This design comes from an exercise in tuning for small area and a short achievable clock period on the open sky130 flow, not from production work.
Where RTL was checked, it was by simulation tests only, not by an equivalence proof against the original.
No functional check of the RTL was part of runs 1 and 5.
No activity file was given, so power comes from the tool's default toggle rates.

==> flow/design.v <==
package sb_pkg;
    localparam int NUM_FU   = 4;
    localparam int NUM_REGS = 32;
    typedef logic [31:0]       inst_t;
    typedef logic [4:0]        reg_idx_t;    
    typedef logic [2:0]        fu_id_t;
    typedef logic [NUM_FU-1:0] fu_vec_t;     
    typedef logic [4:0]        fu_op_t;
    localparam fu_id_t FU_NONE = 3'd0;
    localparam fu_id_t FU_ALU  = 3'd1;
    localparam fu_id_t FU_MEM  = 3'd2;
    localparam fu_id_t FU_MUL  = 3'd3;
    localparam fu_id_t FU_DIV  = 3'd4;
    localparam logic [6:0] OPC_OP     = 7'b0110011;
    localparam logic [6:0] OPC_OP_IMM = 7'b0010011;
    localparam logic [6:0] OPC_LOAD   = 7'b0000011;
    localparam logic [6:0] OPC_STORE  = 7'b0100011;
    localparam logic [6:0] F7_BASE   = 7'b0000000;
    localparam logic [6:0] F7_ALT    = 7'b0100000;
    localparam logic [6:0] F7_MULDIV = 7'b0000001;
    localparam fu_op_t ALU_ADD   = 5'h00;
    localparam fu_op_t ALU_SUB   = 5'h01;
    localparam fu_op_t ALU_SLL   = 5'h02;
    localparam fu_op_t ALU_SLT   = 5'h03;
    localparam fu_op_t ALU_SLTU  = 5'h04;
    localparam fu_op_t ALU_XOR   = 5'h05;
    localparam fu_op_t ALU_SRL   = 5'h06;
    localparam fu_op_t ALU_SRA   = 5'h07;
    localparam fu_op_t ALU_OR    = 5'h08;
    localparam fu_op_t ALU_AND   = 5'h09;
    localparam fu_op_t ALU_ADDI  = 5'h10;
    localparam fu_op_t ALU_SLLI  = 5'h12;
    localparam fu_op_t ALU_SLTI  = 5'h13;
    localparam fu_op_t ALU_SLTIU = 5'h14;
    localparam fu_op_t ALU_XORI  = 5'h15;
    localparam fu_op_t ALU_SRLI  = 5'h16;
    localparam fu_op_t ALU_SRAI  = 5'h17;
    localparam fu_op_t ALU_ORI   = 5'h18;
    localparam fu_op_t ALU_ANDI  = 5'h19;
    localparam fu_op_t MEM_LB  = 5'b00000;
    localparam fu_op_t MEM_LH  = 5'b00010;
    localparam fu_op_t MEM_LW  = 5'b00100;
    localparam fu_op_t MEM_LBU = 5'b01000;
    localparam fu_op_t MEM_LHU = 5'b01010;
    localparam fu_op_t MEM_SB  = 5'b00001;
    localparam fu_op_t MEM_SH  = 5'b00011;
    localparam fu_op_t MEM_SW  = 5'b00101;
    localparam fu_op_t MUL_MUL    = 5'd0;
    localparam fu_op_t MUL_MULH   = 5'd1;
    localparam fu_op_t MUL_MULHSU = 5'd2;
    localparam fu_op_t MUL_MULHU  = 5'd3;
    localparam fu_op_t DIV_DIV  = 5'd0;
    localparam fu_op_t DIV_DIVU = 5'd1;
    localparam fu_op_t DIV_REM  = 5'd2;
    localparam fu_op_t DIV_REMU = 5'd3;
endpackage
`timescale 1ns/1ps
module sb_issue_check (
    input  sb_pkg::inst_t                         inst,
    input  sb_pkg::fu_vec_t                       busy,
    input  sb_pkg::fu_vec_t                       pend,     
    input  sb_pkg::reg_idx_t [sb_pkg::NUM_FU-1:0] dst,
    output logic                                  issue_ready
);
    logic [6:0] opc;
    logic [2:0] f3;
    logic [6:0] f7;
    logic [4:0] rd;
    logic       is_op, is_imm, is_ld, is_st;
    logic       f7_base, f7_alt, f7_md, alt_en;
    logic [3:0] sel;
    logic       has_rd;
    logic [3:0] waw_k;
    assign opc = inst[6:0];
    assign f3  = inst[14:12];
    assign f7  = inst[31:25];
    assign rd  = inst[11:7];
    assign is_op   = opc == sb_pkg::OPC_OP;
    assign is_imm  = opc == sb_pkg::OPC_OP_IMM;
    assign is_ld   = opc == sb_pkg::OPC_LOAD;
    assign is_st   = opc == sb_pkg::OPC_STORE;
    assign f7_base = f7 == sb_pkg::F7_BASE;
    assign f7_alt  = f7 == sb_pkg::F7_ALT;
    assign f7_md   = f7 == sb_pkg::F7_MULDIV;
    assign alt_en  = f7_alt & (is_op | f3 == 3'd5);
    assign sel[0] = (is_op & (f7_base | (f7_alt & (f3 == 3'd0 | f3 == 3'd5)))) |
                    (is_imm & ((f3 != 3'd1 & f3 != 3'd5) | f7_base | alt_en));
    assign sel[1] = (is_ld & f3 != 3'd3 & f3 < 3'd6) | (is_st & f3 < 3'd3);
    assign sel[2] = is_op & f7_md & ~f3[2];
    assign sel[3] = is_op & f7_md &  f3[2];
    assign has_rd = sel[0] | sel[2] | sel[3] | (sel[1] & ~is_st);
    logic [3:0] eq_k;
    for (genvar k = 0; k < 4; k++) begin : g_cmp
        sb_eq5 cmp (.a(rd), .b(dst[k]), .eq(eq_k[k]));
    end
    assign waw_k = pend & eq_k;
    assign issue_ready = ~(|(sel & busy)) & ~(has_rd & (rd != '0) & |waw_k);
endmodule
module sb_eq5 (
    input  logic [4:0] a,
    input  logic [4:0] b,
    output logic       eq
);
    assign eq = a == b;
endmodule
`timescale 1ns/1ps
module sb_top (
    input  logic             clk,
    input  logic             rst,
    input  sb_pkg::inst_t    inst,
    input  logic             inst_valid,
    input  sb_pkg::fu_vec_t  fu_done,
    output logic             issue_ready,
    output sb_pkg::fu_vec_t  fu_en,
    output sb_pkg::fu_op_t   op_ctrl,
    output sb_pkg::reg_idx_t rs1_ctrl,
    output sb_pkg::reg_idx_t rs2_ctrl,
    output sb_pkg::fu_id_t   write_sel,
    output logic             reg_write,
    output sb_pkg::reg_idx_t rd_ctrl
);
    localparam int N = sb_pkg::NUM_FU;
    logic [6:0] opc;
    logic [2:0] f3;
    logic [6:0] f7;
    logic [4:0] rd, rs1, rs2;
    logic       is_op, is_imm, is_ld, is_st;
    logic       f7_base, f7_alt, f7_md, alt_en;
    logic [3:0] alu_lo;
    logic [N-1:0] sel;
    logic       has_rd, use_rs2;
    logic       rd_nz, rs1_nz, rs2_nz;
    assign opc = inst[6:0];
    assign f3  = inst[14:12];
    assign f7  = inst[31:25];
    assign rd  = inst[11:7];
    assign rs1 = inst[19:15];
    assign rs2 = inst[24:20];
    assign is_op   = opc == sb_pkg::OPC_OP;
    assign is_imm  = opc == sb_pkg::OPC_OP_IMM;
    assign is_ld   = opc == sb_pkg::OPC_LOAD;
    assign is_st   = opc == sb_pkg::OPC_STORE;
    assign f7_base = f7 == sb_pkg::F7_BASE;
    assign f7_alt  = f7 == sb_pkg::F7_ALT;
    assign f7_md   = f7 == sb_pkg::F7_MULDIV;
    assign alt_en  = f7_alt & (is_op | f3 == 3'd5);
    always_comb begin
        case (f3)
            3'd0:    alu_lo = alt_en ? 4'd1 : 4'd0;
            3'd1:    alu_lo = 4'd2;
            3'd2:    alu_lo = 4'd3;
            3'd3:    alu_lo = 4'd4;
            3'd4:    alu_lo = 4'd5;
            3'd5:    alu_lo = alt_en ? 4'd7 : 4'd6;
            3'd6:    alu_lo = 4'd8;
            default: alu_lo = 4'd9;
        endcase
    end
    assign sel[0] = (is_op & (f7_base | (f7_alt & (f3 == 3'd0 | f3 == 3'd5)))) |
                    (is_imm & ((f3 != 3'd1 & f3 != 3'd5) | f7_base | alt_en));
    assign sel[1] = (is_ld & f3 != 3'd3 & f3 < 3'd6) | (is_st & f3 < 3'd3);
    assign sel[2] = is_op & f7_md & ~f3[2];
    assign sel[3] = is_op & f7_md &  f3[2];
    assign has_rd  = sel[0] | sel[2] | sel[3] | (sel[1] & ~is_st);
    assign use_rs2 = is_op | is_st;
    assign rd_nz   = rd  != '0;
    assign rs1_nz  = rs1 != '0;
    assign rs2_nz  = rs2 != '0;
    logic [N-1:0] busy, unread;
    logic [N-1:0] can_q;          
    logic [N-1:0][N-1:0] waitm;      
    logic [N-1:0][N-1:0] warm;       
    logic [4:0] op_a;             
    logic [3:0] op_m;             
    logic [1:0] op_x, op_y;       
    logic [4:0] dst_a, dst_x, dst_y;
    logic [4:0] fld_m;            
    logic [N-1:0][4:0] s1_q;
    logic [4:0] s2_a, s2_x, s2_y;
    logic [N-1:0][4:0] op_e;
    logic [N-1:0][4:0] dst_e;
    logic [N-1:0][4:0] s1_e;
    logic [N-1:0][4:0] s2_e;
    logic [N-1:0] pend;
    assign op_e[0]  = op_a;
    assign op_e[1]  = {1'b0, op_m};
    assign op_e[2]  = {3'b000, op_x};
    assign op_e[3]  = {3'b000, op_y};
    assign dst_e[0] = dst_a;
    assign dst_e[1] = op_m[0] ? 5'd0 : fld_m;
    assign dst_e[2] = dst_x;
    assign dst_e[3] = dst_y;
    assign s2_e[0]  = op_a[4] ? 5'd0 : s2_a;
    assign s2_e[1]  = op_m[0] ? fld_m : 5'd0;
    assign s2_e[2]  = s2_x;
    assign s2_e[3]  = s2_y;
    assign pend[0]  = busy[0];
    assign pend[1]  = busy[1] & ~op_m[0];
    assign pend[2]  = busy[2];
    assign pend[3]  = busy[3];
    assign s1_e = s1_q;
    logic [N-1:0] rdy, grant, can, ret;
    always_comb begin
        for (int u = 0; u < N; u++) begin
            rdy[u] = unread[u] & ~|waitm[u];
        end
    end
    assign grant = rdy & ~(rdy - 1'b1);
    assign can   = can_q;
    assign ret   = can & ~(can - 1'b1);
    logic [N-1:0] raw, war_c;
    logic [N-1:0] issue;
    always_comb begin
        for (int k = 0; k < N; k++) begin
            raw[k]   = pend[k] & ((rs1_nz & dst_e[k] == rs1) |
                                  (use_rs2 & rs2_nz & dst_e[k] == rs2));
            war_c[k] = unread[k] & ~grant[k] & ~ret[k] & rd_nz &
                       (s1_e[k] == rd | s2_e[k] == rd);
        end
    end
    sb_issue_check issue_check (
        .inst(inst), .busy(busy), .pend(pend), .dst(dst_e), .issue_ready(issue_ready)
    );
    assign issue       = sel & {N{inst_valid & issue_ready}};
    logic [N-1:0] war_left;
    always_comb begin
        for (int u = 0; u < N; u++) war_left[u] = |(warm[u] & ~grant & ~ret);
    end
    always_ff @(posedge clk or posedge rst) begin
        if (rst) begin
            busy   <= '0;
            unread <= '0;
            can_q  <= '0;
        end else begin
            busy   <= issue | (busy & ~ret);
            unread <= issue | (unread & ~grant & ~ret);
            can_q  <= fu_done & busy & ~ret & ~war_left;
        end
    end
    for (genvar u = 0; u < N; u++) begin : g_unit
        for (genvar k = 0; k < N; k++) begin : g_pair
            if (k == u) begin : g_self
                assign waitm[u][k] = 1'b0;
                assign warm[u][k]  = 1'b0;
            end else begin : g_other
                logic wait_q, war_q;
                always_ff @(posedge clk) begin
                    if (busy[u]) begin
                        wait_q <= wait_q & ~ret[k];
                        war_q  <= war_q & ~grant[k] & ~ret[k];
                    end else begin
                        wait_q <= raw[k] & ~ret[k];
                        war_q  <= war_c[k] & ((u != 1) | ~is_st);
                    end
                end
                assign waitm[u][k] = wait_q;
                assign warm[u][k]  = war_q;
            end
        end
    end
    always_ff @(posedge clk) begin
        for (int u = 0; u < N; u++) begin
            if (!busy[u]) s1_q[u] <= rs1;
        end
    end
    always_ff @(posedge clk) begin
        if (!busy[0]) begin
            op_a  <= {is_imm, alu_lo};
            dst_a <= rd;
            s2_a  <= rs2;
        end
        if (!busy[1]) begin
            op_m  <= {f3, is_st};
            fld_m <= is_st ? rs2 : rd;
        end
        if (!busy[2]) begin
            op_x  <= f3[1:0];
            dst_x <= rd;
            s2_x  <= rs2;
        end
        if (!busy[3]) begin
            op_y  <= f3[1:0];
            dst_y <= rd;
            s2_y  <= rs2;
        end
    end
    always_comb begin
        op_ctrl  = '0;
        rs1_ctrl = '0;
        rs2_ctrl = '0;
        rd_ctrl  = '0;
        for (int u = 0; u < N; u++) begin
            op_ctrl  = op_ctrl  | (op_e[u] & {5{grant[u]}});
            rs1_ctrl = rs1_ctrl | (s1_e[u] & {5{grant[u]}});
            rs2_ctrl = rs2_ctrl | (s2_e[u] & {5{grant[u]}});
            rd_ctrl  = rd_ctrl  | (dst_e[u] & {5{ret[u]}});
        end
    end
    assign fu_en     = grant;
    assign write_sel = {ret[3], ret[1] | ret[2], ret[0] | ret[2]};
    logic [N-1:0] dst_nz;
    always_comb begin
        for (int u = 0; u < N; u++) dst_nz[u] = dst_e[u] != '0;
    end
    assign reg_write = |(ret & dst_nz);
endmodule
==> flow/flow/run.sh <==
#!/bin/bash
# Standard layout, with plain buffers (not delay cells) on the ports, and slow
# many-input cells added to the platform's don't-use list.
set -euo pipefail
DU="sky130_fd_sc_hd__lpflow_bleeder_1 sky130_fd_sc_hd__lpflow_clkbufkapwr_1 sky130_fd_sc_hd__lpflow_clkbufkapwr_16 sky130_fd_sc_hd__lpflow_clkbufkapwr_2 sky130_fd_sc_hd__lpflow_clkbufkapwr_4 sky130_fd_sc_hd__lpflow_clkbufkapwr_8 sky130_fd_sc_hd__lpflow_clkinvkapwr_1 sky130_fd_sc_hd__lpflow_clkinvkapwr_16 sky130_fd_sc_hd__lpflow_clkinvkapwr_2 sky130_fd_sc_hd__lpflow_clkinvkapwr_4 sky130_fd_sc_hd__lpflow_clkinvkapwr_8 sky130_fd_sc_hd__lpflow_decapkapwr_12 sky130_fd_sc_hd__lpflow_decapkapwr_3 sky130_fd_sc_hd__lpflow_decapkapwr_4 sky130_fd_sc_hd__lpflow_decapkapwr_6 sky130_fd_sc_hd__lpflow_decapkapwr_8 sky130_fd_sc_hd__lpflow_inputiso0n_1 sky130_fd_sc_hd__lpflow_inputiso0p_1 sky130_fd_sc_hd__lpflow_inputiso1n_1 sky130_fd_sc_hd__lpflow_inputiso1p_1 sky130_fd_sc_hd__lpflow_inputisolatch_1 sky130_fd_sc_hd__lpflow_isobufsrc_1 sky130_fd_sc_hd__lpflow_isobufsrc_16 sky130_fd_sc_hd__lpflow_isobufsrc_2 sky130_fd_sc_hd__lpflow_isobufsrc_4 sky130_fd_sc_hd__lpflow_isobufsrc_8 sky130_fd_sc_hd__lpflow_isobufsrckapwr_16 sky130_fd_sc_hd__lpflow_lsbuf_lh_hl_isowell_tap_1 sky130_fd_sc_hd__lpflow_lsbuf_lh_hl_isowell_tap_2 sky130_fd_sc_hd__lpflow_lsbuf_lh_hl_isowell_tap_4 sky130_fd_sc_hd__lpflow_lsbuf_lh_isowell_4 sky130_fd_sc_hd__lpflow_lsbuf_lh_isowell_tap_1 sky130_fd_sc_hd__lpflow_lsbuf_lh_isowell_tap_2 sky130_fd_sc_hd__lpflow_lsbuf_lh_isowell_tap_4 sky130_fd_sc_hd__probe_p_8 sky130_fd_sc_hd__probec_p_8  sky130_fd_sc_hd__a2111o_1 sky130_fd_sc_hd__a2111o_2 sky130_fd_sc_hd__a2111o_4 sky130_fd_sc_hd__a2111oi_0 sky130_fd_sc_hd__a2111oi_1 sky130_fd_sc_hd__a2111oi_2 sky130_fd_sc_hd__a2111oi_4 sky130_fd_sc_hd__a221o_1 sky130_fd_sc_hd__a221o_2 sky130_fd_sc_hd__a221o_4 sky130_fd_sc_hd__a2bb2o_1 sky130_fd_sc_hd__a2bb2o_2 sky130_fd_sc_hd__a2bb2o_4 sky130_fd_sc_hd__a311o_1 sky130_fd_sc_hd__a311o_2 sky130_fd_sc_hd__a311o_4 sky130_fd_sc_hd__a311oi_1 sky130_fd_sc_hd__a311oi_2 sky130_fd_sc_hd__a311oi_4 sky130_fd_sc_hd__a32o_1 sky130_fd_sc_hd__a32o_2 sky130_fd_sc_hd__a32o_4 sky130_fd_sc_hd__a32oi_1 sky130_fd_sc_hd__a32oi_2 sky130_fd_sc_hd__a32oi_4 sky130_fd_sc_hd__a41o_1 sky130_fd_sc_hd__a41o_2 sky130_fd_sc_hd__a41o_4 sky130_fd_sc_hd__a41oi_1 sky130_fd_sc_hd__a41oi_2 sky130_fd_sc_hd__a41oi_4 sky130_fd_sc_hd__and4_1 sky130_fd_sc_hd__and4_2 sky130_fd_sc_hd__and4_4 sky130_fd_sc_hd__and4b_1 sky130_fd_sc_hd__and4b_2 sky130_fd_sc_hd__and4b_4 sky130_fd_sc_hd__and4bb_1 sky130_fd_sc_hd__and4bb_2 sky130_fd_sc_hd__and4bb_4 sky130_fd_sc_hd__nor4_1 sky130_fd_sc_hd__nor4_2 sky130_fd_sc_hd__nor4_4 sky130_fd_sc_hd__nor4b_1 sky130_fd_sc_hd__nor4b_2 sky130_fd_sc_hd__nor4b_4 sky130_fd_sc_hd__nor4bb_1 sky130_fd_sc_hd__nor4bb_2 sky130_fd_sc_hd__nor4bb_4 sky130_fd_sc_hd__o2111a_1 sky130_fd_sc_hd__o2111a_2 sky130_fd_sc_hd__o2111a_4 sky130_fd_sc_hd__o2111ai_1 sky130_fd_sc_hd__o2111ai_2 sky130_fd_sc_hd__o2111ai_4 sky130_fd_sc_hd__o221a_1 sky130_fd_sc_hd__o221a_2 sky130_fd_sc_hd__o221a_4 sky130_fd_sc_hd__o2bb2a_1 sky130_fd_sc_hd__o2bb2a_2 sky130_fd_sc_hd__o2bb2a_4 sky130_fd_sc_hd__o311a_1 sky130_fd_sc_hd__o311a_2 sky130_fd_sc_hd__o311a_4 sky130_fd_sc_hd__o311ai_0 sky130_fd_sc_hd__o311ai_1 sky130_fd_sc_hd__o311ai_2 sky130_fd_sc_hd__o311ai_4 sky130_fd_sc_hd__o32a_1 sky130_fd_sc_hd__o32a_2 sky130_fd_sc_hd__o32a_4 sky130_fd_sc_hd__o32ai_1 sky130_fd_sc_hd__o32ai_2 sky130_fd_sc_hd__o32ai_4 sky130_fd_sc_hd__o41a_1 sky130_fd_sc_hd__o41a_2 sky130_fd_sc_hd__o41a_4 sky130_fd_sc_hd__o41ai_1 sky130_fd_sc_hd__o41ai_2 sky130_fd_sc_hd__o41ai_4 sky130_fd_sc_hd__or3_1 sky130_fd_sc_hd__or3_2 sky130_fd_sc_hd__or3_4 sky130_fd_sc_hd__or3b_1 sky130_fd_sc_hd__or3b_2 sky130_fd_sc_hd__or3b_4 sky130_fd_sc_hd__or4_1 sky130_fd_sc_hd__or4_2 sky130_fd_sc_hd__or4_4 sky130_fd_sc_hd__or4b_1 sky130_fd_sc_hd__or4b_2 sky130_fd_sc_hd__or4b_4 sky130_fd_sc_hd__or4bb_1 sky130_fd_sc_hd__or4bb_2 sky130_fd_sc_hd__or4bb_4 "
bash standard.sh BUFFER_PORTS_ARGS="-buffer_cell sky130_fd_sc_hd__buf_2" DONT_USE_CELLS="$DU" > standard.log 2>&1
==> flow/standard.sh <==
#!/bin/bash
# synth_recipe.tcl (not shown) runs the flow's synth.tcl, then flattens the netlist and writes it again
# the make line also repeats each setting of config.mk as NAME=value (left out here)
make -C /OpenROAD-flow-scripts/flow DESIGN_CONFIG=/design/flow/config.mk WORK_HOME=/design/flow/orfs CLKGATE_MAP_FILE= SYNTH_SCRIPT=/design/flow/synth_recipe.tcl "${@:-finish}"
==> flow/config.mk <==
export PLATFORM = sky130hd
export DESIGN_NAME = sb_top
export DESIGN_NICKNAME = sb_top
export VERILOG_FILES = /design/flow/design.v
export SDC_FILE = /design/flow/constraint.sdc
export NUM_CORES = 4
export LEC_CHECK = 0
export CAP_MARGIN = 20
export CORE_MARGIN = 2
export CORE_UTILIZATION = 60
export CTS_BUF_LIST = sky130_fd_sc_hd__clkbuf_8
export CTS_CLUSTER_SIZE = 30
export SETUP_SLACK_MARGIN = 2.5
export SLEW_MARGIN = 20
export SYNTH_HIERARCHICAL = 1
export SYNTH_MINIMUM_KEEP_SIZE = 0
==> flow/constraint.sdc <==
create_clock -name core_clock -period 6.0 [get_ports {clk}]
set_input_delay 1.2000 -clock core_clock [delete_from_list [all_inputs] [get_ports {clk}]]
set_output_delay 1.2000 -clock core_clock [all_outputs]
set_load 0.01 [all_outputs]
==> results by group, run 1 <==
Layout
  • Fraction of layout instances using a drive strength above 1: 19.0%
  • NumNets Final: 718
  • Ant. Diodes: 0
  • Register area: 2820 µm²
  • Area delta synth->final: 13.4%
  • Fillers: 791
  • Multi-input logic area: 3230 µm²

Synth
  • Syn_nets: 669
  • Post-synth EDFFs: 68
  • Synth area leader: edfxtp_1
  • Top cells by area, synth: edfxtp_1 33%, xnor2_1 7.8%, dfxtp_1 7.8%
  • Synth Flop Type: edfxtp_1
  • Post-synthesis register bit count: 104
  • Synth top area share: 32.9%
  • Mapped Avg Cell Area: 9.84 µm²
  • Asr flop ratio synth: 11.5%
  • Seq/Total Area, Yosys: 45.5%
  • Cells after Synth: 630
  • YS warnings: 7
  • Synth unique cells: 56
  • Synth Cell Area: 6200 µm²

Worst hold path
  • Hold crit path type: reg2reg

GRT
  • All-Layer GR Usage: 33.7%
  • First-pass GRT wire length: 28200 µm
  • Antenna violations before repair: 0
  • Largest net degree at the start of global routing: 27
  • Number of global-route vias before repair: 5080
  • Overflow after GRT: 0

STA
  • WHS: 454 ps
  • Post-route minimum period: 3770 ps
  • Endpoints failing hold: 0
  • Maximum clock frequency: 265 MHz
  • Clk_skew: 8.71 ps
  • Final Cycle Share: 62.9%
  • Worst setup margin: 2230 ps
  • Final slew viol count: 0
  • Worst Max-Slew Pin Slew: 1070 ps
  • RSZ-0062 raised after global routing: yes
  • Final setup vio count: 0
  • Setup TNS: 0 ps
  • Worst slew margin: 28.5%

Place
  • Worst slack at placement: 1830 ps
  • Number of port buffers: 67
  • HPWL after DPL: 12400 µm
  • Routability Congestion: 0.992

Pwr
  • Net Switching: 0.775 mW
  • Sw Share: 37.0%
  • Power per Cell Area: 298 nW/µm²
  • P_leak: 2.76 nW
  • VDD IR max: 248 µV
  • Clk pwr share: 18.7%
  • Combinational power share: 29.7%
  • Pint: 1.32 mW
  • Flop pwr share: 51.6%

Route
  • Routed wire length per instance: 22.1 µm
  • Initial DRC count: 510
  • Routed via count: 5197
  • DR vias/cell: 6.34
  • DRC Markers: 0
  • Pre-Repair DR Iteration Count: 5
  • Final WL: 18100 µm
  • Post-route ant nets: 0

Clock tree
  • CTS Hold Bufs: 0
  • Clock tree sinks: 104
  • Clk Latency, worst-skew pair: 380 ps
  • CTS Buf Count: 9
  • CTS tree: built
  • Clock slew seen by the registers of the worst setup and hold paths: 90 ps
  • Root buffer cell: clkbuf_8
  • Clock Tree Buf Depth: 2
  • CTS H-tree lvls: 3

Floorplanning
  • Rows: 37
  • Die area: 11200 µm²
  • Core Region: 10200 µm²
  • Die X: 106 µm
  • Die Span Y: 106 µm
  • Top-Level Pins: 68
  • Initial core utilization: 60.8%

Worst setup path
  • WS Path Type: in2out
  • Critical path arrival: 2570 ps
  • Worst Setup End Kind: output port
  • Worst EP required: 4800 ps
  • Critical path peak fanout: 10
  • CP Launch Type: input pin

Flow run
  • Max-Cap Viols: 0

Run status
  • Outcome: timing/DRC/antenna clean
-- metal layers --
layer,wire length [µm],GRT usage [%]
met1,7320,45.1
met2,8500,54.1
met3,1750,5.75
met4,561,14.6
met5,0,0
-- modules after synthesis, one instance, submodules excluded --
| module | area [µm²] | flip-flops and latches |
|---|---|---|
| sb_eq5 | 58.8 | 0 |
| sb_top | 5770 | 104 |
| sb_issue_check | 191 | 0 |
-- power by group through the flow --
stage | Combinational (mW) | Clock (mW) | Sequential (mW)
6_report | 0.622 | 0.391 | 1.08
5_1_grt | 0.669 | 0.425 | 1.09
4_1_cts | 0.612 | 0.394 | 1.07
3_5_place_dp | 0.557 | 0 | 1.09
3_3_place_gp | 0.543 | 0 | 1.09
2_1_floorplan | 0.449 | 0 | 0.988
-- kinds of logic (layout without fill, tap and decap cells) --
family                    after synthesis  after routing  share of synthesized area (%)
AOI/OAI and AO/OA                     132            132                           14.7
and+or+nand+nor                       239            239                           20.8
buffers and inverters                  50            104                           3.84
DFF                                   104            104                           45.5
xor gates and xnor gates               96             96                           13.6
muxes                                   9              9                           1.55
-- sequential cells by signal (all words and copies together), names as in the netlist, 4 cells and up --
register and count:
fld_m 5, g_unit.g_pair.g_other.wait_q 12, dst_a 5, can_q 4, s2_a 5, op_a 5, unread 4, busy 4
dst_y 5, s2_x 5, op_m 4, dst_x 5, g_unit.g_pair.g_other.war_q 12, s2_y 5, s1_q 20
-- cells in the final DEF (no fill, tap or decap), types with 5 or more instances in the layout --
master,count
a22oi_1,14
xnor2_1,44
nand2_1,68
xor2_1,41
edfxtp_1,68
a21oi_1,26
inv_1,10
and2_1,5
a21o_1,5
o22ai_1,5
dfxtp_1,24
o21ai_0,24
and3_1,8
nand3_1,28
nor3_1,26
nand2b_1,9
nand4_1,8
a221oi_1,8
buf_2,62
nand3b_1,13
o21ai_1,6
mux2_2,5
dfrtp_1,11
o211ai_1,12
clkbuf_8,9
xnor2_2,11
buf_4,5
nor2b_1,9
nor3_2,5
nor2_1,37
-- area by class of cell --
cell class,instances,share of cell area (%)
multi-input combinational,476,46.0
sequential,104,40.2
timing repair buffer,76,8.25
tap,136,2.42
clock buffer,9,1.76
inverter,12,0.784
clock inverter,7,0.552
-- path summary, 6_finish.rpt --
| kind | start | to | slack [ps] | depth (start not counted) |
|---|---|---|---|---|
| setup / recovery | inst[7] | issue_ready | 2230 | 10 |
| hold / removal | g_unit[3].g_pair[1].g_other.war_q$_DFF_P_ | can_q[3]$_DFF_PP0_ | 450 | 1 |
| setup reg to reg | op_m[0]$_DFFE_PN_ | busy[2]$_DFF_PP0_ | 3180 | 14 |
| hold reg to reg | g_unit[3].g_pair[1].g_other.war_q$_DFF_P_ | can_q[3]$_DFF_PP0_ | 450 | 1 |
| max in group asynchronous | rst | can_q[0]$_DFF_PP0_ | 4770 | 2 |
| min in group asynchronous | rst | unread[0]$_DFF_PP0_ | 840 | 2 |
-- synth_stat cells (all sizes together) (6+ instances only) --
master,count
nand2,69
edfxtp,68
xnor2,55
xor2,41
nor2,38
nor3,35
o21ai,30
nand3,28
a21oi,27
dfxtp,24
buf,23
clkbuf,15
a22oi,14
nand3b,13
dfrtp,12
o211ai,12
a221oi,11
inv,11
nor2b,11
nand2b,9
and3,8
nand4,8
and2,6
-- timing repair --
item / CTS / global route
gates resized for setup: 37 / 4
gates cloned: 3 / 0
pin swaps: 13 / 1
setup endpoints to repair: 18 / 4
buffers inserted: 4 / 0
-- per-stage QoR --
step | instance area [µm²] | cells | utilization [%] | total power, mW
after floorplan | 6200 | 630 | - | 1.44
after global placement | 6530 | 797 | 64.1 | 1.63
after detailed placement | 6530 | 797 | 64.1 | 1.65
after CTS | 7010 | 820 | 68.8 | 2.08
after global routing | 7030 | 820 | 69.0 | 2.19
final | 7030 | 820 | 69.0 | 2.09
-- critical path, stage by stage --
cell	delay [ps]
buf_16	130
xnor2_2	140
nand3_1	110
nor3_2	160
a22oi_1	100
a22oi_1	250
nand2_1	80
a2bb2oi_1	130
o21a_1	130
buf_2	140
==> inputs of run 2 (changes only) <==
--- a/flow/design.v
+++ b/flow/design.v
@@ -89,20 +89,11 @@
     assign sel[2] = is_op & f7_md & ~f3[2];
     assign sel[3] = is_op & f7_md &  f3[2];
     assign has_rd = sel[0] | sel[2] | sel[3] | (sel[1] & ~is_st);
-    logic [3:0] eq_k;
-    for (genvar k = 0; k < 4; k++) begin : g_cmp
-        sb_eq5 cmp (.a(rd), .b(dst[k]), .eq(eq_k[k]));
+    always_comb begin
+        for (int k = 0; k < 4; k++) waw_k[k] = pend[k] & dst[k] == rd;
     end
-    assign waw_k = pend & eq_k;
     assign issue_ready = ~(|(sel & busy)) & ~(has_rd & (rd != '0) & |waw_k);
 endmodule
-module sb_eq5 (
-    input  logic [4:0] a,
-    input  logic [4:0] b,
-    output logic       eq
-);
-    assign eq = a == b;
-endmodule
 `timescale 1ns/1ps
 module sb_top (
     input  logic             clk,
--- a/flow/config.mk
+++ b/flow/config.mk
@@ -10,7 +10,7 @@
 export CORE_UTILIZATION = 60
 export CTS_BUF_LIST = sky130_fd_sc_hd__clkbuf_8
 export CTS_CLUSTER_SIZE = 30
-export SETUP_SLACK_MARGIN = 2.5
+export SETUP_SLACK_MARGIN = 2.2
 export SLEW_MARGIN = 20
 export SYNTH_HIERARCHICAL = 1
 export SYNTH_MINIMUM_KEEP_SIZE = 0
==> run 2 against run 1 <==
  * Maximum frequency increased by 0.87%
  * Sequential power about the same
  * Combinational power fell by 9.2%
  * Die area is 0.60% higher
==> results by group, run 2 <==
Run status
  • Outcome: timing/DRC/antenna clean (unchanged)

Synth
  • YS warnings: 8 (was 7)
  • Cells after Synth: 637 (was 630)
  • Asr flop ratio synth: 11.5% (unchanged)
  • Top cells by area, synth: edfxtp_1 33%, xnor2_1 8.8%, dfxtp_1 7.7% (was edfxtp_1 33%, xnor2_1 7.8%, dfxtp_1 7.8%)
  • Post-synthesis register bit count: 104 (unchanged)
  • Syn_nets: 676 (was 669)
  • Most frequent cells after synthesis: 71 x nand2_1, 68 x edfxtp_1, 63 x xnor2_1 (was 68 x edfxtp_1, 68 x nand2_1, 55 x xnor2_1)
  • Synth area leader: edfxtp_1 (unchanged)
  • Top-count cell post-synth: nand2_1
  • Synth Cell Area: 6240 µm² (was 6200 µm²)
  • Post-synth EDFFs: 68 (unchanged)
  • Synth Flop Type: edfxtp_1 (unchanged)
  • Mapped Avg Cell Area: 9.79 µm² (was 9.84 µm²)
  • Synth unique cells: 57 (was 56)
  • Synth top area share: 32.7% (was 32.9%)
  • Seq/Total Area, Yosys: 45.3% (was 45.5%)

Place
  • Placed Cells: 798 (was 797)
  • HPWL after DPL: 12200 µm (was 12400 µm)
  • Number of port buffers: 67 (unchanged)
  • Cell Area, Placed: 6500 µm² (was 6530 µm²)
  • Routability Congestion: 0.903 (was 0.992)
  • Worst slack at placement: 2130 ps (was 1830 ps)

STA
  • Clk_skew: 16.1 ps (was 8.71 ps)
  • RSZ-0062 raised after global routing: yes (unchanged)
  • WHS: 443 ps (was 454 ps)
  • Post-route minimum period: 3740 ps (was 3770 ps)
  • Final slew viol count: 0 (unchanged)
  • Setup TNS: 0 ps (unchanged)
  • Final Cycle Share: 62.3% (was 62.9%)
  • Final setup vio count: 0 (unchanged)
  • Endpoints failing hold: 0 (unchanged)
  • Worst Max-Slew Pin Slew: 1070 ps (about the same)
  • Worst setup margin: 2260 ps (was 2230 ps)
  • Worst slew margin: 28.5% (about the same)
  • Maximum clock frequency: 267 MHz (was 265 MHz)

Clock tree
  • Clock tree sinks: 104 (unchanged)
  • Clk Latency, worst-skew pair: 390 ps (was 380 ps)
  • CTS Buf Count: 9 (unchanged)
  • CTS tree: built (unchanged)
  • CTS H-tree lvls: 3 (unchanged)
  • CTS Hold Bufs: 0 (unchanged)
  • Clock slew seen by the registers of the worst setup and hold paths: 100 ps (was 90 ps)
  • Root buffer cell: clkbuf_8 (unchanged)
  • Clock Tree Buf Depth: 2 (unchanged)

Layout
  • NumNets Final: 713 (was 718)
  • Commonest non-fill, non-tap cells in the layout: 71 x nand2_1, 68 x edfxtp_1, 63 x xnor2_1 (was 68 x nand2_1, 68 x edfxtp_1, 62 x buf_2)
  • Fin area: 6740 µm² (was 7030 µm²)
  • Fillers: 853 (was 791)
  • Fraction of layout instances using a drive strength above 1: 15.9% (was 19.0%)
  • Finished Layout Cells: 815 (was 820)
  • Largest regs: s1_q x20, g_unit.g_pair.g_other.wait_q x12, g_unit.g_pair.g_other.war_q x12 (unchanged)
  • Finished Core Util: 66.2% (was 69.0%)
  • Area delta synth->final: 8.05% (was 13.4%)
  • Commonest non-fill, non-tap cell in the layout: nand2_1
  • Ant. Diodes: 0 (unchanged)
  • Number of flip-flops under the largest register name: 20 (unchanged)
  • Most flops, register: s1_q (unchanged)

GRT
  • First-pass GRT wire length: 26500 µm (was 28200 µm)
  • Number of global-route vias before repair: 4833 (was 5080)
  • Largest net degree at the start of global routing: 27 (unchanged)
  • All-Layer GR Usage: 31.2% (was 33.7%)
  • Antenna violations before repair: 0 (unchanged)
  • Overflow after GRT: 0 (unchanged)

Worst hold path
  • Hold path depth: 1 (unchanged)
  • Hold EP: can_q[1]$_DFF_PP0_ (was can_q[3]$_DFF_PP0_)
  • Hold_sp: g_unit[1].g_pair[3].g_other.war_q$_DFF_P_ (was g_unit[3].g_pair[1].g_other.war_q$_DFF_P_)
  • Hold crit path type: reg2reg (unchanged)

Floorplanning
  • Die area: 11200 µm² (about the same)
  • Die X: 106 µm (about the same)
  • Core Region: 10200 µm² (unchanged)
  • Initial core utilization: 61.2% (was 60.8%)
  • Top-Level Pins: 68 (unchanged)
  • Die Span Y: 106 µm (about the same)
  • Rows: 37 (unchanged)

Worst setup path
  • Reg2Reg Setup Slack: 3210 ps (was 3180 ps)
  • Critical path peak fanout: 21 (was 10)
  • Reg2Reg Depth: 12 (was 14)
  • R2r endpoint: unread[2]$_DFF_PP0_ (was busy[2]$_DFF_PP0_)
  • Worst Setup End Kind: output port (unchanged)
  • Worst EP required: 4800 ps (about the same)
  • Worst R2R Start: op_m[0]$_DFFE_PN_ (unchanged)
  • WS Path Type: in2out (unchanged)
  • Critical path arrival: 2540 ps (was 2570 ps)
  • CP Launch Type: input pin (unchanged)

Pwr
  • Sw Share: 35.7% (was 37.0%)
  • Net Switching: 0.746 mW (was 0.775 mW)
  • Power per Cell Area: 310 nW/µm² (was 298 nW/µm²)
  • P_leak: 2.56 nW (was 2.76 nW)
  • Combinational power share: 27.1% (was 29.7%)
  • Flop pwr share: 51.7% (was 51.6%)
  • VDD IR max: 245 µV (was 248 µV)
  • Clk pwr share: 21.2% (was 18.7%)
  • Pint: 1.34 mW (was 1.32 mW)
  • Overall Power: 2.09 mW (about the same)

Route
  • Pre-Repair DR Iteration Count: 5 (unchanged)
  • Post-route ant nets: 0 (unchanged)
  • DRC Markers: 0 (unchanged)
  • DR vias/cell: 6.23 (was 6.34)
  • Initial DRC count: 375 (was 510)
  • Routed wire length per instance: 20.8 µm (was 22.1 µm)
  • Final WL: 16900 µm (was 18100 µm)
  • Routed via count: 5081 (was 5197)

Flow run
  • Max-Cap Viols: 0 (unchanged)
## run 2: cell types whose count changed after synthesis, moves of 3 or more
cell | previous run | this run
nand4_1 | 8 | 13
xor2_1 | 41 | 32
a22oi_1 | 14 | 10
buf_6 | 1 | 6
xnor2_1 | 55 | 63
o22ai_1 | 5 | 8
nand2_1 | 68 | 71
nand3_1 | 28 | 25
nor3_2 | 6 | 2
## run 2: power by group through the flow
stage	registers, mW	clock network (mW)	logic (mW)
2_1_floorplan	0.987	0	0.454
3_3_place_gp	1.09	0	0.539
3_5_place_dp	1.09	0	0.554
4_1_cts	1.07	0.448	0.564
5_1_grt	1.09	0.471	0.620
6_report	1.08	0.443	0.565
## run 2: worst max path at each step
stage / from / end / slack, ps / cells after the start
2_1_floorplan: inst[8] / issue_ready / 2670 / 7
3_3_place_gp: inst[11] / issue_ready / 2170 / 8
3_5_place_dp: inst[11] / issue_ready / 2130 / 8
4_1_cts: inst[8] / issue_ready / 2160 / 8
5_1_grt: inst[8] / issue_ready / 2140 / 8
6_report: inst[8] / issue_ready / 2260 / 8
## run 2: timing repair
action,in CTS,in global routing
setup buffers,1,0
pin swaps,1,0
endpoints found under the setup margin,11,4
gates cloned,0,0
resized for setup,3,4
## run 2: logic make-up after synthesis
kind of cell | Yosys count | synth area share [%]
AND/OR/NAND/NOR | 242 | 20.7
AO/OA/AOI/OAI | 133 | 14.5
flip-flops | 104 | 45.3
XOR/XNOR | 95 | 13.3
buffers and inverters | 54 | 4.65
multiplexers | 9 | 1.54
## run 2: area by class of cell
type | instances | area [µm²] | area share (%)
Multi-Input combinational cell | 479 | 3130 | 46.4
Timing Repair Buffer | 69 | 375 | 5.57
Clock inverter | 6 | 60.1 | 0.891
Sequential cell | 104 | 2820 | 41.9
Tap cell | 136 | 170 | 2.53
Clock buffer | 10 | 138 | 2.04
Inverter | 11 | 43.8 | 0.650
## run 2: per-layer routing
metal	vias up	wire length (µm)	GRT usage, %
met5	-	0	0
met2	246	7950	48.7
met4	0	454	12.8
li1	2349	-	-
met3	32	1200	5.82
met1	2454	7310	43.3
## run 2: worst max-delay path, stage by stage
cell,delay (ps)
clkbuf_4,300
xnor2_1,160
nand4_1,110
o22ai_1,180
nor2_1,80
o31ai_1,220
a21oi_1,120
buf_2,150
## run 2: per-module statistics from Yosys, one instance, submodules excluded
module / flip-flops and latches / cell area, µm² / times used
sb_issue_check: 0 / 465 / 1
sb_top: 104 / 5770 / 1
==> inputs of run 3 (changes only) <==
--- a/flow/config.mk
+++ b/flow/config.mk
@@ -10,7 +10,7 @@
 export CORE_UTILIZATION = 60
 export CTS_BUF_LIST = sky130_fd_sc_hd__clkbuf_8
 export CTS_CLUSTER_SIZE = 30
-export SETUP_SLACK_MARGIN = 2.2
+export SETUP_SLACK_MARGIN = 2.5
 export SLEW_MARGIN = 20
 export SYNTH_HIERARCHICAL = 1
 export SYNTH_MINIMUM_KEEP_SIZE = 0
==> run 3 against run 2 <==
  * Register-to-register slack gained 230 ps
  * Critical path depth unchanged
  * Power rose by 2.1%
  * Cell area is 3.7% higher
  * Core utilization rose by 2.4 points
  * Maximum frequency is 4.6% higher
  * Largest cell class unchanged
  * Still clean on timing, DRC and antenna
  * Highest routed layer unchanged
  * Global-route usage up 0.080 points
  * Via count grew 1.2%
  * Sequential power about the same
  * Sequential cell count did not move
==> results by group, run 3 <==
Synth
  • YS warnings: 8 (unchanged)
  • Top cells by area, synth: edfxtp_1 33%, xnor2_1 8.8%, dfxtp_1 7.7% (unchanged)
  • Top-count cell post-synth: nand2_1 (unchanged)
  • Asr flop ratio synth: 11.5% (unchanged)
  • Synth area leader: edfxtp_1 (unchanged)
  • Synth Cell Area: 6240 µm² (unchanged)
  • Post-synth EDFFs: 68 (unchanged)
  • Seq/Total Area, Yosys: 45.3% (unchanged)
  • Cells after Synth: 637 (unchanged)
  • Synth unique cells: 57 (unchanged)
  • Post-synthesis register bit count: 104 (unchanged)
  • Synth Flop Type: edfxtp_1 (unchanged)
  • Synth top area share: 32.7% (unchanged)
  • Mapped Avg Cell Area: 9.79 µm² (unchanged)
  • Most frequent cells after synthesis: 71 x nand2_1, 68 x edfxtp_1, 63 x xnor2_1 (unchanged)
  • Syn_nets: 676 (unchanged)

STA
  • Worst slew margin: 28.9% (was 28.5%)
  • Final Cycle Share: 59.6% (was 62.3%)
  • Maximum clock frequency: 280 MHz (was 267 MHz)
  • Post-route minimum period: 3580 ps (was 3740 ps)
  • Worst Max-Slew Pin Slew: 1060 ps (was 1070 ps)
  • Final slew viol count: 0 (unchanged)
  • Final setup vio count: 0 (unchanged)
  • WHS: 439 ps (was 443 ps)
  • Clk_skew: 16.4 ps (was 16.1 ps)
  • Setup TNS: 0 ps (unchanged)
  • Endpoints failing hold: 0 (unchanged)
  • RSZ-0062 raised after global routing: yes (unchanged)

Worst setup path
  • Critical path arrival: 2380 ps (was 2540 ps)
  • WS Path Type: in2out (unchanged)
  • Worst Setup End Kind: output port (unchanged)
  • Critical path peak fanout: 6 (was 21)
  • Reg2Reg Depth: 12 (unchanged)
  • Worst EP required: 4800 ps (about the same)
  • CP Launch Type: input pin (unchanged)

Pwr
  • VDD IR max: 241 µV (was 245 µV)
  • Power per Cell Area: 305 nW/µm² (was 310 nW/µm²)
  • P_leak: 2.68 nW (was 2.56 nW)

Place
  • Cell Area, Placed: 6500 µm² (unchanged)
  • Number of port buffers: 67 (unchanged)
  • Routability Congestion: 0.903 (unchanged)
  • HPWL after DPL: 12200 µm (unchanged)

Clock tree
  • Clock tree sinks: 104 (unchanged)
  • Root buffer cell: clkbuf_8 (unchanged)
  • Clock slew seen by the registers of the worst setup and hold paths: 100 ps (about the same)
  • CTS H-tree lvls: 3 (unchanged)
  • CTS Hold Bufs: 0 (unchanged)
  • Clk Latency, worst-skew pair: 390 ps (about the same)
  • CTS Buf Count: 9 (unchanged)
  • Clock Tree Buf Depth: 2 (unchanged)
  • CTS tree: built (unchanged)

Floorplanning
  • Die X: 106 µm (unchanged)
  • Die Span Y: 106 µm (unchanged)
  • Core Region: 10200 µm² (unchanged)
  • Top-Level Pins: 68 (unchanged)
  • Initial core utilization: 61.2% (unchanged)
  • Die area: 11200 µm² (unchanged)
  • Rows: 37 (unchanged)

Layout
  • Fraction of layout instances using a drive strength above 1: 19.4% (was 15.9%)
  • Largest regs: s1_q x20, g_unit.g_pair.g_other.wait_q x12, g_unit.g_pair.g_other.war_q x12 (unchanged)
  • Commonest non-fill, non-tap cell in the layout: nand2_1 (unchanged)
  • Commonest non-fill, non-tap cells in the layout: 71 x nand2_1, 68 x edfxtp_1, 58 x buf_2 (was 71 x nand2_1, 68 x edfxtp_1, 63 x xnor2_1)
  • Most flops, register: s1_q (unchanged)
  • NumNets Final: 715 (was 713)
  • Number of flip-flops under the largest register name: 20 (unchanged)
  • Area delta synth->final: 12.0% (was 8.05%)
  • Fillers: 823 (was 853)
  • Fin area: 6980 µm² (was 6740 µm²)
  • Ant. Diodes: 0 (unchanged)

GRT
  • Overflow after GRT: 0 (unchanged)
  • Largest net degree at the start of global routing: 27 (unchanged)
  • Antenna violations before repair: 0 (unchanged)
  • All-Layer GR Usage: 31.3% (was 31.2%)
  • First-pass GRT wire length: 26600 µm (was 26500 µm)
  • Number of global-route vias before repair: 4861 (was 4833)

Worst hold path
  • Hold path depth: 1 (unchanged)
  • Hold crit path type: reg2reg (unchanged)

Route
  • Initial DRC count: 442 (was 375)
  • DRC Markers: 0 (unchanged)
  • Post-route ant nets: 0 (unchanged)
  • Pre-Repair DR Iteration Count: 5 (unchanged)
  • DR vias/cell: 6.30 (was 6.23)
  • Final WL: 17300 µm (was 16900 µm)
  • Routed via count: 5144 (was 5081)
  • Routed wire length per instance: 21.2 µm (was 20.8 µm)

Flow run
  • Max-Cap Viols: 0 (unchanged)

Run status
  • Outcome: timing/DRC/antenna clean (unchanged)
-- run 3: changes by cell type in the layout (fill, tap and decap cells not counted), moves of 2 or more --
cell and change:
buf_12 +5, buf_2 -4, buf_6 +3, clkbuf_4 -3
nor2b_1 -2, nor3_1 -4, nor3_2 +3, xnor2_1 -12
xnor2_2 +12
-- run 3: logic make-up (layout without fill, tap and decap cells) --
kind of cell | Yosys count | in the layout | synth area share [%]
AND/OR/NAND/NOR | 242 | 242 | 20.7
XOR/XNOR | 95 | 95 | 13.3
AO/OA/AOI/OAI | 133 | 133 | 14.5
multiplexers | 9 | 9 | 1.54
flip-flops | 104 | 104 | 45.3
buffers and inverters | 54 | 98 | 4.65
-- run 3: what timing repair did --
item                                    CTS  global route
endpoints found under the setup margin   18             6
setup buffers                             1             2
resized for setup                        15            41
pin swaps                                 1            13
-- run 3: per-layer routing --
layer | GRT usage (%) | vias up | wire [µm]
met5 | 0 | - | 0
met4 | 12.8 | 0 | 445
met3 | 5.89 | 30 | 1300
met2 | 48.9 | 242 | 8190
met1 | 43.2 | 2514 | 7380
li1 | - | 2358 | -
-- run 3: layout make-up --
| type | count | area, µm² | share of cell area, % |
|---|---|---|---|
| clock buffers | 10 | 138 | 1.97 |
| clock inverters | 6 | 60.1 | 0.860 |
| inverters | 11 | 51.3 | 0.735 |
| multi-input cells | 479 | 3270 | 46.8 |
| flip-flops and latches | 104 | 2820 | 40.4 |
| well taps | 136 | 170 | 2.44 |
| repair buffers | 71 | 474 | 6.79 |
-- run 3: power breakdown --
part           total (mW)  internal [mW]  switching [mW]  leakage, nW
sequential           1.08          0.907           0.173         1.07
combinational       0.606          0.257           0.349         1.50
clock               0.445          0.204           0.241        0.111
-- run 3: worst max-delay path, cell delays in order --
cell     delay [ps]
buf_2           150
nor2_1          110
nand4_1         160
nor3_2          210
a21oi_1          60
o31ai_1         220
a21oi_1         110
buf_2           150
-- run 3: per-stage QoR --
stage | power (mW) | setup slack [ps] | util (%) | std cells
global placement | 1.63 | 2170 | 63.8 | 798
global route | 2.23 | 2360 | 68.6 | 817
CTS | 2.09 | 2330 | 66.4 | 815
floorplan | 1.44 | 2670 | - | 637
finish | 2.13 | 2420 | 68.6 | 817
detailed placement | 1.64 | 2130 | 63.8 | 798
-- run 3: worst paths after layout --
check	slack (ps)	end	start
max	2420	issue_ready	inst[4]
min	440	can_q[1]$_DFF_PP0_	g_unit[1].g_pair[3].g_other.war_q$_DFF_P_
max reg2reg	3440	unread[2]$_DFF_PP0_	op_m[0]$_DFFE_PN_
min reg2reg	440	can_q[1]$_DFF_PP0_	g_unit[1].g_pair[3].g_other.war_q$_DFF_P_
max in group asynchronous	4810	can_q[0]$_DFF_PP0_	rst
min in group asynchronous	820	unread[1]$_DFF_PP0_	rst
-- run 3: Yosys stat by module, one instance, submodules excluded --
module          times used  cell area (µm²)  flops+latches  cells inside
sb_top                   1             5770            104           570
sb_issue_check           1              465              0            67
==> inputs of run 4 (changes only) <==
--- a/flow/config.mk
+++ b/flow/config.mk
@@ -9,7 +9,8 @@
 export CORE_MARGIN = 2
 export CORE_UTILIZATION = 60
 export CTS_BUF_LIST = sky130_fd_sc_hd__clkbuf_8
-export CTS_CLUSTER_SIZE = 30
+export CTS_CLUSTER_DIAMETER = 150
+export CTS_CLUSTER_SIZE = 40
 export SETUP_SLACK_MARGIN = 2.5
 export SLEW_MARGIN = 20
 export SYNTH_HIERARCHICAL = 1
==> run 4 against run 3 <==
  * Highest routed layer unchanged
  * Power stayed put
  * Routed wire length stayed put
  * Synthesized cell count stayed put
  * Register-to-register slack hardly changed
  * Still clean
==> results by group, run 4 <==
Layout
  • Commonest non-fill, non-tap cell in the layout: nand2_1 (unchanged)
  • Most flops, register: s1_q (unchanged)
  • Multi-input logic area: 3270 µm² (unchanged)
  • Area delta synth->final: 12.0% (unchanged)
  • Fraction of layout instances using a drive strength above 1: 19.4% (unchanged)
  • Register area: 2820 µm² (unchanged)
  • NumNets Final: 715 (unchanged)
  • Fillers: 823 (unchanged)
  • Finished Layout Cells: 817 (unchanged)
  • Ant. Diodes: 0 (unchanged)
  • Largest regs: s1_q x20, g_unit.g_pair.g_other.wait_q x12, g_unit.g_pair.g_other.war_q x12 (unchanged)
  • Number of flip-flops under the largest register name: 20 (unchanged)
  • Commonest non-fill, non-tap cells in the layout: 71 x nand2_1, 68 x edfxtp_1, 58 x buf_2 (unchanged)

STA
  • Endpoints failing hold: 0 (unchanged)
  • Final Cycle Share: 59.6% (unchanged)
  • Worst Max-Slew Pin Slew: 1060 ps (unchanged)
  • Maximum clock frequency: 280 MHz (unchanged)
  • Post-route minimum period: 3580 ps (unchanged)
  • Final setup vio count: 0 (unchanged)
  • Clk_skew: 16.4 ps (unchanged)
  • Worst slew margin: 28.9% (unchanged)
  • RSZ-0062 raised after global routing: yes (unchanged)
  • Setup TNS: 0 ps (unchanged)
  • Final slew viol count: 0 (unchanged)

GRT
  • Antenna violations before repair: 0 (unchanged)
  • Largest net degree at the start of global routing: 27 (unchanged)
  • First-pass GRT wire length: 26600 µm (unchanged)
  • Number of global-route vias before repair: 4861 (unchanged)
  • All-Layer GR Usage: 31.3% (unchanged)
  • Overflow after GRT: 0 (unchanged)

Worst setup path
  • CP Launch Type: input pin (unchanged)
  • Worst Setup End Kind: output port (unchanged)
  • Critical path peak fanout: 6 (unchanged)
  • Worst EP required: 4800 ps (about the same)
  • WS Path Type: in2out (unchanged)
  • Critical path arrival: 2380 ps (about the same)

Clock tree
  • CTS Buf Count: 9 (unchanged)
  • Clk Latency, worst-skew pair: 390 ps (about the same)
  • CTS H-tree lvls: 3 (unchanged)
  • Root buffer cell: clkbuf_8 (unchanged)
  • CTS tree: built (unchanged)
  • CTS Hold Bufs: 0 (unchanged)
  • Clock tree sinks: 104 (unchanged)
  • Clock Tree Buf Depth: 2 (unchanged)
  • Clock slew seen by the registers of the worst setup and hold paths: 100 ps (about the same)

Route
  • Routed via count: 5144 (unchanged)
  • Post-route ant nets: 0 (unchanged)
  • DRC Markers: 0 (unchanged)
  • Final WL: 17300 µm (unchanged)
  • Initial DRC count: 442 (unchanged)
  • Pre-Repair DR Iteration Count: 5 (unchanged)
  • DR vias/cell: 6.30 (unchanged)
  • Routed wire length per instance: 21.2 µm (unchanged)

Pwr
  • Pint: 1.37 mW (unchanged)
  • Power per Cell Area: 305 nW/µm² (unchanged)
  • VDD IR max: 241 µV (unchanged)
  • Combinational power share: 28.4% (about the same)
  • P_leak: 2.68 nW (unchanged)
  • Clk pwr share: 20.9% (about the same)
  • Net Switching: 0.762 mW (unchanged)
  • Flop pwr share: 50.7% (about the same)
  • Sw Share: 35.8% (unchanged)

Synth
  • Synth top area share: 32.7% (unchanged)
  • Seq/Total Area, Yosys: 45.3% (unchanged)
  • Most frequent cells after synthesis: 71 x nand2_1, 68 x edfxtp_1, 63 x xnor2_1 (unchanged)
  • Syn_nets: 676 (unchanged)
  • YS warnings: 8 (unchanged)
  • Synth Cell Area: 6240 µm² (unchanged)
  • Top-count cell post-synth: nand2_1 (unchanged)
  • Top cells by area, synth: edfxtp_1 33%, xnor2_1 8.8%, dfxtp_1 7.7% (unchanged)
  • Synth unique cells: 57 (unchanged)
  • Cells after Synth: 637 (unchanged)
  • Asr flop ratio synth: 11.5% (unchanged)
  • Post-synth EDFFs: 68 (unchanged)
  • Synth area leader: edfxtp_1 (unchanged)
  • Synth Flop Type: edfxtp_1 (unchanged)
  • Mapped Avg Cell Area: 9.79 µm² (unchanged)
  • Post-synthesis register bit count: 104 (unchanged)

Floorplanning
  • Die Span Y: 106 µm (unchanged)
  • Top-Level Pins: 68 (unchanged)
  • Initial core utilization: 61.2% (unchanged)
  • Rows: 37 (unchanged)
  • Die X: 106 µm (unchanged)
  • Die area: 11200 µm² (unchanged)
  • Core Region: 10200 µm² (unchanged)

Place
  • Number of port buffers: 67 (unchanged)
  • Routability Congestion: 0.903 (unchanged)
  • Placed Cells: 798 (unchanged)
  • HPWL after DPL: 12200 µm (unchanged)

Flow run
  • Max-Cap Viols: 0 (unchanged)

Worst hold path
  • Hold crit path type: reg2reg (unchanged)

Run status
  • Outcome: timing/DRC/antenna clean (unchanged)
==> run 4: power by group through the flow <==
| stage | Sequential (mW) | Clock, mW | Combinational [mW] |
|---|---|---|---|
| floorplan | 0.987 | 0 | 0.454 |
| global placement | 1.09 | 0 | 0.539 |
| detailed placement | 1.09 | 0 | 0.554 |
| finish | 1.08 | 0.445 | 0.606 |
| CTS | 1.08 | 0.448 | 0.568 |
| global route | 1.09 | 0.471 | 0.661 |
==> run 4: timing repair <==
item,CTS,global route
endpoints found under the setup margin,18,6
cloned,0,0
pin swaps,1,13
setup buffers,1,2
gates resized for setup,15,41
==> run 4: routing by layer <==
layer | track usage, % | share of wire, %
met1 | 43.2 | 43
met2 | 48.9 | 47
met3 | 5.89 | 7.5
met4 | 12.8 | 2.6
met5 | 0 | 0
==> run 4: layout make-up <==
cell class	count	share of cell area, %
clock buffers	10	1.97
clock inverters	6	0.860
inverters	11	0.735
multi-input cells	479	46.8
flip-flops and latches	104	40.4
well taps	136	2.44
repair buffers	71	6.79
==> run 4: critical path, cell delays in order <==
cell,delay (ps)
buf_2,150
nor2_1,110
nand4_1,160
nor3_2,210
a21oi_1,60
o31ai_1,220
a21oi_1,110
buf_2,150
==> run 4: path summary, 6_finish.rpt <==
path,from,end,slack [ps],cells after the start
max,inst[4],issue_ready,2420,8
min,g_unit[1].g_pair[3].g_other.war_q$_DFF_P_,can_q[1]$_DFF_PP0_,440,1
max reg2reg,op_m[0]$_DFFE_PN_,unread[2]$_DFF_PP0_,3440,12
min reg2reg,g_unit[1].g_pair[3].g_other.war_q$_DFF_P_,can_q[1]$_DFF_PP0_,440,1
max in group asynchronous,rst,can_q[0]$_DFF_PP0_,4810,2
min in group asynchronous,rst,unread[1]$_DFF_PP0_,820,2
==> run 4: logic make-up after synthesis <==
group	Yosys count	share of synthesized area, %
muxes	9	1.54
AOI/OAI and AO/OA	133	14.5
and+or+nand+nor	242	20.7
buffers and inverters	54	4.65
xor gates and xnor gates	95	13.3
DFF	104	45.3
==> run 4: through the flow <==
stage                     setup WS [ps]  hold WS (ps)  instance area, µm²  utilization, %  power [mW]
after global placement             2170           425                6500            63.8        1.63
after detailed placement           2130           430                6500            63.8        1.64
after floorplan                    2670           410                6240               -        1.44
final                              2420           439                6980            68.6        2.13
after CTS                          2330           440                6760            66.4        2.09
after global routing               2360           463                6980            68.6        2.23
==> run 4: modules after synthesis (local to each module, per instance) <==
| module | cells inside | flip-flops and latches | area [µm²] | times used |
|---|---|---|---|---|
| sb_issue_check | 67 | 0 | 465 | 1 |
| sb_top | 570 | 104 | 5770 | 1 |
==> inputs of run 5 (changes only) <==
--- a/flow/design.v
+++ b/flow/design.v
@@ -60,6 +60,7 @@
     input  sb_pkg::fu_vec_t                       busy,
     input  sb_pkg::fu_vec_t                       pend,     
     input  sb_pkg::reg_idx_t [sb_pkg::NUM_FU-1:0] dst,
+    output logic [3:0]                            sel,      
     output logic                                  issue_ready
 );
     logic [6:0] opc;
@@ -68,7 +69,6 @@
     logic [4:0] rd;
     logic       is_op, is_imm, is_ld, is_st;
     logic       f7_base, f7_alt, f7_md, alt_en;
-    logic [3:0] sel;
     logic       has_rd;
     logic [3:0] waw_k;
     assign opc = inst[6:0];
@@ -119,7 +119,7 @@
     logic       f7_base, f7_alt, f7_md, alt_en;
     logic [3:0] alu_lo;
     logic [N-1:0] sel;
-    logic       has_rd, use_rs2;
+    logic       use_rs2;
     logic       rd_nz, rs1_nz, rs2_nz;
     assign opc = inst[6:0];
     assign f3  = inst[14:12];
@@ -147,12 +147,6 @@
             default: alu_lo = 4'd9;
         endcase
     end
-    assign sel[0] = (is_op & (f7_base | (f7_alt & (f3 == 3'd0 | f3 == 3'd5)))) |
-                    (is_imm & ((f3 != 3'd1 & f3 != 3'd5) | f7_base | alt_en));
-    assign sel[1] = (is_ld & f3 != 3'd3 & f3 < 3'd6) | (is_st & f3 < 3'd3);
-    assign sel[2] = is_op & f7_md & ~f3[2];
-    assign sel[3] = is_op & f7_md &  f3[2];
-    assign has_rd  = sel[0] | sel[2] | sel[3] | (sel[1] & ~is_st);
     assign use_rs2 = is_op | is_st;
     assign rd_nz   = rd  != '0;
     assign rs1_nz  = rs1 != '0;
@@ -210,7 +204,8 @@
         end
     end
     sb_issue_check issue_check (
-        .inst(inst), .busy(busy), .pend(pend), .dst(dst_e), .issue_ready(issue_ready)
+        .inst(inst), .busy(busy), .pend(pend), .dst(dst_e), .sel(sel),
+        .issue_ready(issue_ready)
     );
     assign issue       = sel & {N{inst_valid & issue_ready}};
     logic [N-1:0] war_left;
--- a/flow/config.mk
+++ b/flow/config.mk
@@ -9,8 +9,7 @@
 export CORE_MARGIN = 2
 export CORE_UTILIZATION = 60
 export CTS_BUF_LIST = sky130_fd_sc_hd__clkbuf_8
-export CTS_CLUSTER_DIAMETER = 150
-export CTS_CLUSTER_SIZE = 40
+export CTS_CLUSTER_SIZE = 30
 export SETUP_SLACK_MARGIN = 2.5
 export SLEW_MARGIN = 20
 export SYNTH_HIERARCHICAL = 1
==> run 5 against run 4 <==
  * Sequential share of layout area fell by 0.14 points
  * Critical path depth did not move
  * Still clean on timing, DRC and antenna
  * Largest cell class unchanged
  * First-iteration DRC count rose by 9.3%
  * Worst hold slack improved by 5.5 ps
  * Non-clock buffer count rose by 10
==> results by group, run 5 <==
Pwr
  • P_leak: 2.71 nW (was 2.68 nW)
  • Power per Cell Area: 229 nW/µm² (was 305 nW/µm²)
  • VDD IR max: 203 µV (was 241 µV)

Worst setup path
  • WS Path Type: in2out (unchanged)
  • Worst EP required: 4800 ps (about the same)
  • R2r endpoint: unread[0]$_DFF_PP0_ (was unread[2]$_DFF_PP0_)
  • Reg2Reg Setup Slack: 3550 ps (was 3440 ps)
  • Critical path peak fanout: 20 (was 6)
  • Worst Setup End Kind: output port (unchanged)
  • Worst R2R Start: fld_m[3]$_DFFE_PN_ (was op_m[0]$_DFFE_PN_)
  • CP Launch Type: input pin (unchanged)
  • Reg2Reg Depth: 10 (was 12)
  • Critical path arrival: 2390 ps (was 2380 ps)

Synth
  • Synth top area share: 33.3% (was 32.7%)
  • Asr flop ratio synth: 11.5% (unchanged)
  • Top-count cell post-synth: nand2_1 (unchanged)
  • Syn_nets: 663 (was 676)
  • Seq/Total Area, Yosys: 46.0% (was 45.3%)
  • Post-synthesis register bit count: 104 (unchanged)
  • Most frequent cells after synthesis: 70 x nand2_1, 68 x edfxtp_1, 63 x xnor2_1 (was 71 x nand2_1, 68 x edfxtp_1, 63 x xnor2_1)
  • Synth Cell Area: 6130 µm² (was 6240 µm²)
  • Synth unique cells: 63 (was 57)
  • Mapped Avg Cell Area: 9.83 µm² (was 9.79 µm²)
  • Top cells by area, synth: edfxtp_1 33%, xnor2_1 9.0%, dfxtp_1 7.8% (was edfxtp_1 33%, xnor2_1 8.8%, dfxtp_1 7.7%)
  • Synth area leader: edfxtp_1 (unchanged)
  • Post-synth EDFFs: 68 (unchanged)
  • YS warnings: 8 (unchanged)
  • Cells after Synth: 624 (was 637)
  • Synth Flop Type: edfxtp_1 (unchanged)

Floorplanning
  • Die area: 11000 µm² (was 11200 µm²)
  • Rows: 36 (was 37)
  • Die Span Y: 105 µm (was 106 µm)
  • Die X: 105 µm (was 106 µm)
  • Top-Level Pins: 68 (unchanged)
  • Core Region: 9860 µm² (was 10200 µm²)
  • Initial core utilization: 62.2% (was 61.2%)

STA
  • Setup TNS: 0 ps (unchanged)
  • Clk_skew: 8.97 ps (was 16.4 ps)
  • Worst slew margin: 46.9% (was 28.9%)
  • RSZ-0062 raised after global routing: yes (unchanged)
  • Final Cycle Share: 59.8% (was 59.6%)
  • Endpoints failing hold: 0 (unchanged)
  • Maximum clock frequency: 279 MHz (was 280 MHz)
  • Worst Max-Slew Pin Slew: 795 ps (was 1060 ps)
  • Final slew viol count: 0 (unchanged)
  • Final setup vio count: 0 (unchanged)
  • Post-route minimum period: 3590 ps (was 3580 ps)

Layout
  • Fillers: 767 (was 823)
  • Largest regs: s1_q x20, g_unit.g_pair.g_other.wait_q x12, g_unit.g_pair.g_other.war_q x12 (unchanged)
  • Finished Layout Cells: 814 (was 817)
  • Most flops, register: s1_q (unchanged)
  • Finished Core Util: 71.1% (was 68.6%)
  • Commonest non-fill, non-tap cells in the layout: 70 x nand2_1, 68 x edfxtp_1, 57 x buf_2 (was 71 x nand2_1, 68 x edfxtp_1, 58 x buf_2)
  • Fraction of layout instances using a drive strength above 1: 21.3% (was 19.4%)
  • Ant. Diodes: 0 (unchanged)
  • NumNets Final: 715 (unchanged)
  • Area delta synth->final: 14.3% (was 12.0%)
  • Commonest non-fill, non-tap cell in the layout: nand2_1 (unchanged)
  • Number of flip-flops under the largest register name: 20 (unchanged)

Clock tree
  • Root buffer cell: clkbuf_8 (unchanged)
  • CTS tree: built (unchanged)
  • Clock slew seen by the registers of the worst setup and hold paths: 100 ps (about the same)
  • CTS H-tree lvls: 3 (unchanged)
  • Clock Tree Buf Depth: 2 (unchanged)
  • CTS Hold Bufs: 0 (unchanged)
  • Clock tree sinks: 104 (unchanged)
  • Clk Latency, worst-skew pair: 390 ps (about the same)
  • CTS Buf Count: 9 (unchanged)

Worst hold path
  • Hold path depth: 1 (unchanged)
  • Hold_sp: g_unit[0].g_pair[2].g_other.war_q$_DFF_P_ (was g_unit[1].g_pair[3].g_other.war_q$_DFF_P_)
  • Hold crit path type: reg2reg (unchanged)
  • Hold EP: can_q[0]$_DFF_PP0_ (was can_q[1]$_DFF_PP0_)

Route
  • DR vias/cell: 6.35 (was 6.30)
  • Final WL: 17200 µm (was 17300 µm)
  • Post-route ant nets: 0 (unchanged)
  • Initial DRC count: 483 (was 442)
  • Routed via count: 5169 (was 5144)
  • DRC Markers: 0 (unchanged)
  • Pre-Repair DR Iteration Count: 5 (unchanged)
  • Routed wire length per instance: 21.2 µm (about the same)

GRT
  • First-pass GRT wire length: 26500 µm (was 26600 µm)
  • Number of global-route vias before repair: 4808 (was 4861)
  • Overflow after GRT: 0 (unchanged)
  • Antenna violations before repair: 0 (unchanged)
  • Largest net degree at the start of global routing: 28 (was 27)
  • All-Layer GR Usage: 31.3% (about the same)

Place
  • Routability Congestion: 0.979 (was 0.903)
  • Placed Cells: 786 (was 798)
  • HPWL after DPL: 11800 µm (was 12200 µm)
  • Number of port buffers: 67 (unchanged)

Flow run
  • Max-Cap Viols: 0 (unchanged)

Run status
  • Outcome: timing/DRC/antenna clean (unchanged)
run 5: cell types whose count changed after synthesis, sizes merged, moves of 3 or more:
cell and change:
nor2 +5, nand3b -3, o31ai -3, clkbuf -3
a21o -4, o211ai -7, a22oi +5
run 5: how the worst max path moves through the flow:
stage,start,depth (start not counted),endpoint
after CTS,inst[11],8,issue_ready
after global routing,inst[26],8,issue_ready
final,inst[9],8,issue_ready
after global placement,inst[11],8,issue_ready
after detailed placement,inst[11],8,issue_ready
after floorplan,inst[11],7,issue_ready
run 5: where the power goes:
part / switching [mW] / internal [mW] / leakage, nW
clock network: 0.247 / 0.232 / 0.110
logic: 0.132 / 0.105 / 1.62
registers: 0.0657 / 0.822 / 0.981
total: 0.444 / 1.16 / 2.71
run 5: logic make-up after synthesis:
logic type      synth area share [%]
flops                           46.0
mux                             1.77
simple gates                    20.3
compound gates                  14.0
buf+inv                         4.49
xor+xnor                        13.4
run 5: modules after synthesis, one instance, submodules excluded:
module | flops+latches | times used
sb_issue_check | 0 | 1
sb_top | 104 | 1
run 5: layout make-up:
cell class | instances | area [µm²] | share of cell area, %
clock inverters | 7 | 85.1 | 1.21
well taps | 133 | 166 | 2.37
flip-flops and latches | 104 | 2820 | 40.3
multi-input cells | 467 | 3190 | 45.4
inverters | 13 | 56.3 | 0.803
clock buffers | 9 | 124 | 1.77
repair buffers | 81 | 568 | 8.10
run 5: through the flow:
step | setup WS [ps] | area [µm²] | total power, mW | hold WS [ps]
floorplan | 2650 | 6130 | 1.04 | 410
global placement | 2170 | 6430 | 1.11 | 430
detailed placement | 2130 | 6430 | 1.12 | 433
CTS | 2440 | 6760 | 1.59 | 445
global route | 2300 | 7010 | 1.66 | 465
finish | 2410 | 7010 | 1.60 | 445
run 5: metal layers:
metal | global-route usage, % | share of wire [%] | up-vias
met3 | 7.42 | 8.5 | 33
met1 | 42.1 | 42 | 2533
met4 | 8.57 | 2.2 | 0
met2 | 50.7 | 48 | 264
li1 | - | - | 2339
met5 | 0 | 0 | -
run 5: critical path, cell delays in order:
cell and delay, ps:
buf_12 140, xnor2_1 180, nand4_1 110, o22ai_1 170, or2_1 180, a21oi_2 70, o21a_1 200, buf_2 140
run 5: timing repair:
item,4_1_cts,5_1_grt
gates resized for setup,23,33
buffers inserted,4,7
endpoints found under the setup margin,14,7
pin swaps,4,12

[what the ideal ports hide]
The results above use ideal ports. As a check the final layouts listed here were re-extracted and re-timed, cells and wires unchanged.
Step 1 sets driving cells, clkbuf_16 on the clock port and buf_2 on the other inputs (assumed; they add their load-dependent delay and slew).
Step 2 adds t to the input delays and takes it off the output delays; t is the mean of the earliest and latest rising clock arrival at the registers after step 1. Input paths then give back, and output paths get back, about the clock's delay inside the block.
a / b / c = ideal / step 1 / step 2; a / b = the first two.
run	t, ns	slack for setup (ns)	hold slack, ns
run 1	0.414	2.227 / 2.109 / 2.109	0.454 / 0.454 / 0.454
run 2	0.414	2.259 / 2.237 / 2.237	0.443 / 0.443 / 0.443
run 3	0.415	2.425 / 2.405 / 2.405	0.439 / 0.440 / 0.440
run 4	0.415	2.425 / 2.405 / 2.405	0.439 / 0.440 / 0.440
run 5	0.416	2.412 / 2.364 / 2.364	0.445 / 0.445 / 0.445
After both steps setup and hold are still met in every run listed. The setup slack of run 1, which loses most, moves by -0.118 ns with the drivers and by -0.118 ns with both steps.
